From an optimization exercise on the open Yosys and OpenROAD flow, aimed at small area, a short achievable clock period and few clock cycles; shortcuts taken in it are not production practice. Where RTL was checked, it was by simulation tests only, not by an equivalence proof against the original. No activity file was given, so power comes from the tool's default toggle rates.

==> run a <==
==> flow/design.v <==
module lgappg_sched #(
   parameter int W_WORDS = 8,
   parameter int H_ROWS  = 8
) (
   input  logic         clk,
   input  logic         rst,
   input  logic         start,
   output logic         busy,
   output logic         done,
   input  logic         in_valid,
   output logic         in_ready,
   input  logic [63:0]  in_data,
   output logic         win_valid,
   input  logic         win_ready,
   output logic [575:0] win_data,
   output logic         win_odd
);
   localparam int NW = W_WORDS * H_ROWS;
   localparam int S  = 2 * W_WORDS + 3;
   localparam int XW = $clog2(W_WORDS);
   localparam int YW = $clog2(H_ROWS);
   localparam int PW = XW + YW;
   localparam logic [PW-1:0] LAST_IDX = PW'(NW - 1);
   localparam logic [PW-1:0] PRE_LOAD = PW'(W_WORDS);
   localparam logic [XW-1:0] X_LAST   = XW'(W_WORDS - 1);
   localparam logic [YW-1:0] Y_LAST   = YW'(H_ROWS - 1);
   logic            run_q, flush_q, done_q, wv_q, odd_q;
   logic            prime_q;     
   logic            last_q;      
   logic [PW-1:0]   in_cnt_q;    
   logic [YW-1:0]   row_q;       
   logic [XW-1:0]   col_q;
   logic [8:0]      kill_q;      
   logic [S-1:0][63:0] store_q;  
   logic slot_free, acc, shift, load, hs, last_hs, wrap;
   logic n_up, n_dn, n_lf, n_rt;
   assign slot_free = !wv_q || win_ready;
   assign acc       = run_q && in_valid && slot_free;
   assign shift     = acc || (flush_q && slot_free && !last_q);
   assign load      = shift && (flush_q || prime_q);
   assign hs        = wv_q && win_ready;
   assign last_hs   = hs && last_q;
   assign wrap = (col_q == X_LAST);
   assign n_lf = wrap;
   assign n_rt = (col_q == X_LAST - XW'(1));
   assign n_up = wrap ? (row_q == Y_LAST) : (row_q == '0);
   assign n_dn = wrap ? (row_q == Y_LAST - YW'(1)) : (row_q == Y_LAST);
   always_ff @(posedge clk) begin
      if (shift) begin
         store_q[0] <= ~in_data;
         for (int j = 1; j < S; j++) store_q[j] <= store_q[j-1];
      end
   end
   always_ff @(posedge clk) begin
      if (load) begin
         odd_q  <= row_q[0] ^ wrap;
         last_q <= (row_q == Y_LAST) && n_rt;
         col_q  <= col_q + XW'(1);
         if (wrap) row_q <= row_q + YW'(1);
         for (int k = 0; k < 9; k++) begin
            kill_q[k] <= ((k / 3 == 0) && n_up) || ((k / 3 == 2) && n_dn) ||
                         ((k % 3 == 0) && n_lf) || ((k % 3 == 2) && n_rt);
         end
      end
      if (!run_q && !flush_q && !done_q && start) begin
         row_q  <= Y_LAST;
         col_q  <= X_LAST;
         last_q <= 1'b0;
      end
   end
   always_ff @(posedge clk) begin
      if (rst) begin
         run_q    <= 1'b0;
         flush_q  <= 1'b0;
         done_q   <= 1'b0;
         wv_q     <= 1'b0;
         prime_q  <= 1'b0;
         in_cnt_q <= '0;
      end else begin
         done_q <= last_hs;
         if (!run_q && !flush_q && !done_q && start) begin
            run_q    <= 1'b1;
            prime_q  <= 1'b0;
            in_cnt_q <= '0;
         end
         if (acc) begin
            in_cnt_q <= in_cnt_q + PW'(1);
            if (in_cnt_q == PRE_LOAD) prime_q <= 1'b1;
            if (in_cnt_q == LAST_IDX) begin
               run_q   <= 1'b0;
               flush_q <= 1'b1;
            end
         end
         if (last_hs) flush_q <= 1'b0;
         if (load)    wv_q <= 1'b1;
         else if (hs) wv_q <= 1'b0;
      end
   end
   for (genvar k = 0; k < 9; k++) begin : g_win
      localparam int J = W_WORDS + 1 - ((k / 3 - 1) * W_WORDS + (k % 3 - 1));
      assign win_data[64*k +: 64] = ~(store_q[J] | {64{kill_q[k]}});
   end
   assign in_ready  = run_q && slot_free;
   assign busy      = run_q || flush_q;
   assign done      = done_q;
   assign win_valid = wv_q;
   assign win_odd   = odd_q;
endmodule
==> flow/flow/run.sh <==
#!/bin/bash
# Standard layout, but ports buffered with plain buffers and the resizer free to swap footprints.
set -euo pipefail
bash standard.sh MATCH_CELL_FOOTPRINT=0 'BUFFER_PORTS_ARGS=-buffer_cell sky130_fd_sc_hd__buf_1' finish > standard_flow.log 2>&1
==> flow/standard.sh <==
#!/bin/bash
# synth_recipe.tcl (not shown) runs the flow's synth.tcl, then flattens the netlist and writes it again
# the make line also repeats each setting of config.mk as NAME=value (left out here)
make -C /OpenROAD-flow-scripts/flow DESIGN_CONFIG=/design/flow/config.mk WORK_HOME=/design/flow/orfs CLKGATE_MAP_FILE= SYNTH_SCRIPT=/design/flow/synth_recipe.tcl "${@:-finish}"
==> flow/config.mk <==
export PLATFORM = sky130hd
export DESIGN_NAME = lgappg_sched
export DESIGN_NICKNAME = lgappg_sched
export VERILOG_FILES = /design/flow/design.v
export SDC_FILE = /design/flow/constraint.sdc
export NUM_CORES = 4
export LEC_CHECK = 0
export CAP_MARGIN = 20
export CORE_MARGIN = 2
export CORE_UTILIZATION = 60
export SETUP_SLACK_MARGIN = 1.6
export SLEW_MARGIN = 20
==> flow/constraint.sdc <==
create_clock -name core_clock -period 4.0 [get_ports {clk}]
set_input_delay 0.8000 -clock core_clock [delete_from_list [all_inputs] [get_ports {clk}]]
set_output_delay 0.8000 -clock core_clock [all_outputs]
set_load 0.01 [all_outputs]
==> run b: changes against run a <==
--- a/flow/design.v
+++ b/flow/design.v
@@ -26,5 +26,7 @@
    localparam logic [YW-1:0] Y_LAST   = YW'(H_ROWS - 1);
-   logic            run_q, flush_q, done_q, wv_q, odd_q;
+   logic            run_q, flush_q, busy_q, done_q, wv_q, odd_q;
    logic            prime_q;     
    logic            last_q;      
+   logic            wvn_q;       
+   logic            more_q;      
    logic [PW-1:0]   in_cnt_q;    
@@ -32,9 +34,11 @@
    logic [XW-1:0]   col_q;
-   logic [8:0]      kill_q;      
+   localparam int KR = 4;
+   logic [KR-1:0][8:0] kill_q;   
+   logic [8:0]      n_kill, c_kill;
    logic [S-1:0][63:0] store_q;  
    logic slot_free, acc, shift, load, hs, last_hs, wrap;
-   logic n_up, n_dn, n_lf, n_rt;
-   assign slot_free = !wv_q || win_ready;
+   logic n_up, n_dn, n_lf, n_rt, c_up, c_dn, c_lf, c_rt;
+   assign slot_free = wvn_q || win_ready;
    assign acc       = run_q && in_valid && slot_free;
-   assign shift     = acc || (flush_q && slot_free && !last_q);
+   assign shift     = slot_free && ((run_q && in_valid) || more_q);
    assign load      = shift && (flush_q || prime_q);
@@ -47,2 +51,20 @@
    assign n_dn = wrap ? (row_q == Y_LAST - YW'(1)) : (row_q == Y_LAST);
+   always_comb begin
+      for (int k = 0; k < 9; k++) begin
+         n_kill[k] = ((k / 3 == 0) && n_up) || ((k / 3 == 2) && n_dn) ||
+                     ((k % 3 == 0) && n_lf) || ((k % 3 == 2) && n_rt);
+         c_kill[k] = ((k / 3 == 0) && c_up) || ((k / 3 == 2) && c_dn) ||
+                     ((k % 3 == 0) && c_lf) || ((k % 3 == 2) && c_rt);
+      end
+   end
+   always_ff @(posedge clk) begin
+      kill_q[0] <= load ? n_kill : c_kill;
+      kill_q[1] <= (load || !wv_q) ? n_kill : c_kill;
+      kill_q[2] <= load ? n_kill : (wv_q ? c_kill : 9'h000);
+      kill_q[3] <= load ? n_kill : (wv_q ? c_kill : 9'h1ff);
+   end
+   assign c_lf = (col_q == '0);
+   assign c_rt = wrap;
+   assign c_up = (row_q == '0);
+   assign c_dn = (row_q == Y_LAST);
    always_ff @(posedge clk) begin
@@ -59,6 +81,2 @@
          if (wrap) row_q <= row_q + YW'(1);
-         for (int k = 0; k < 9; k++) begin
-            kill_q[k] <= ((k / 3 == 0) && n_up) || ((k / 3 == 2) && n_dn) ||
-                         ((k % 3 == 0) && n_lf) || ((k % 3 == 2) && n_rt);
-         end
       end
@@ -74,4 +92,7 @@
          flush_q  <= 1'b0;
+         busy_q   <= 1'b0;
          done_q   <= 1'b0;
          wv_q     <= 1'b0;
+         wvn_q    <= 1'b1;
+         more_q   <= 1'b0;
          prime_q  <= 1'b0;
@@ -82,2 +103,3 @@
             run_q    <= 1'b1;
+            busy_q   <= 1'b1;
             prime_q  <= 1'b0;
@@ -91,7 +113,14 @@
                flush_q <= 1'b1;
+               more_q  <= 1'b1;
             end
          end
-         if (last_hs) flush_q <= 1'b0;
+         if (load && flush_q && (row_q == Y_LAST) && n_rt) more_q <= 1'b0;
+         if (last_hs) begin
+            flush_q <= 1'b0;
+            busy_q  <= 1'b0;
+         end
          if (load)    wv_q <= 1'b1;
          else if (hs) wv_q <= 1'b0;
+         if (load)    wvn_q <= 1'b0;
+         else if (hs) wvn_q <= 1'b1;
       end
@@ -100,6 +129,8 @@
       localparam int J = W_WORDS + 1 - ((k / 3 - 1) * W_WORDS + (k % 3 - 1));
-      assign win_data[64*k +: 64] = ~(store_q[J] | {64{kill_q[k]}});
+      for (genvar b = 0; b < 64; b++) begin : g_bit
+         assign win_data[64*k + b] = ~(store_q[J][b] | kill_q[b * KR / 64][k]);
+      end
    end
    assign in_ready  = run_q && slot_free;
-   assign busy      = run_q || flush_q;
+   assign busy      = busy_q;
    assign done      = done_q;
- CORE_UTILIZATION: 60 -> 70
- CTS_BUF_LIST: not set -> sky130_fd_sc_hd__clkbuf_16
- CTS_CLUSTER_DIAMETER: not set -> 60
- CTS_CLUSTER_SIZE: not set -> 30
- SETUP_SLACK_MARGIN: 1.6 -> 1.5
==> summary of the runs <==
- Global-route usage: run b is higher than run a (0.59 points).
- Against run b, the clock power of run a is larger by about 60%.
- Between run b and run a, the lower power is in run b (gap 15%, measured against run a).
- Wire length: run a is larger than run b (about 14%).
Testbench counts of run b, summed over its fixed seeds: cycles 9,728.
The RTL of run a was laid out without a check of its function.

==> static timing again, ports no longer ideal <==
The flow's constraints put no driver on any port. The routed layouts listed below were extracted and timed again, unchanged, in two steps.
Step 1 assumes that a clkbuf_16 drives the clock port and a buf_2 every other input.
Step 2 moves the port delays by t, midway between the first and last clock arrival at a register: inputs arrive t later, outputs are due t later. That takes back most of the time a late clock gives input paths.
a / b / c = no drivers / after step 1 / after step 2; a / b = the first two.
run | t, ns | slack for setup (ns) | hold WS [ns] | cell pins on the clock port's net
run a | 0.708 | 1.471 / 1.406 / 1.268 | 0.354 / 0.308 / 0.405 | 1
run b | 0.676 | 1.614 / 1.557 / 1.180 | 0.369 / 0.332 / 0.414 | 1
After both steps every run listed still meets setup and hold. For run b, which loses most, drivers alone change the setup slack by -0.057 ns; drivers and shift together by -0.434 ns.
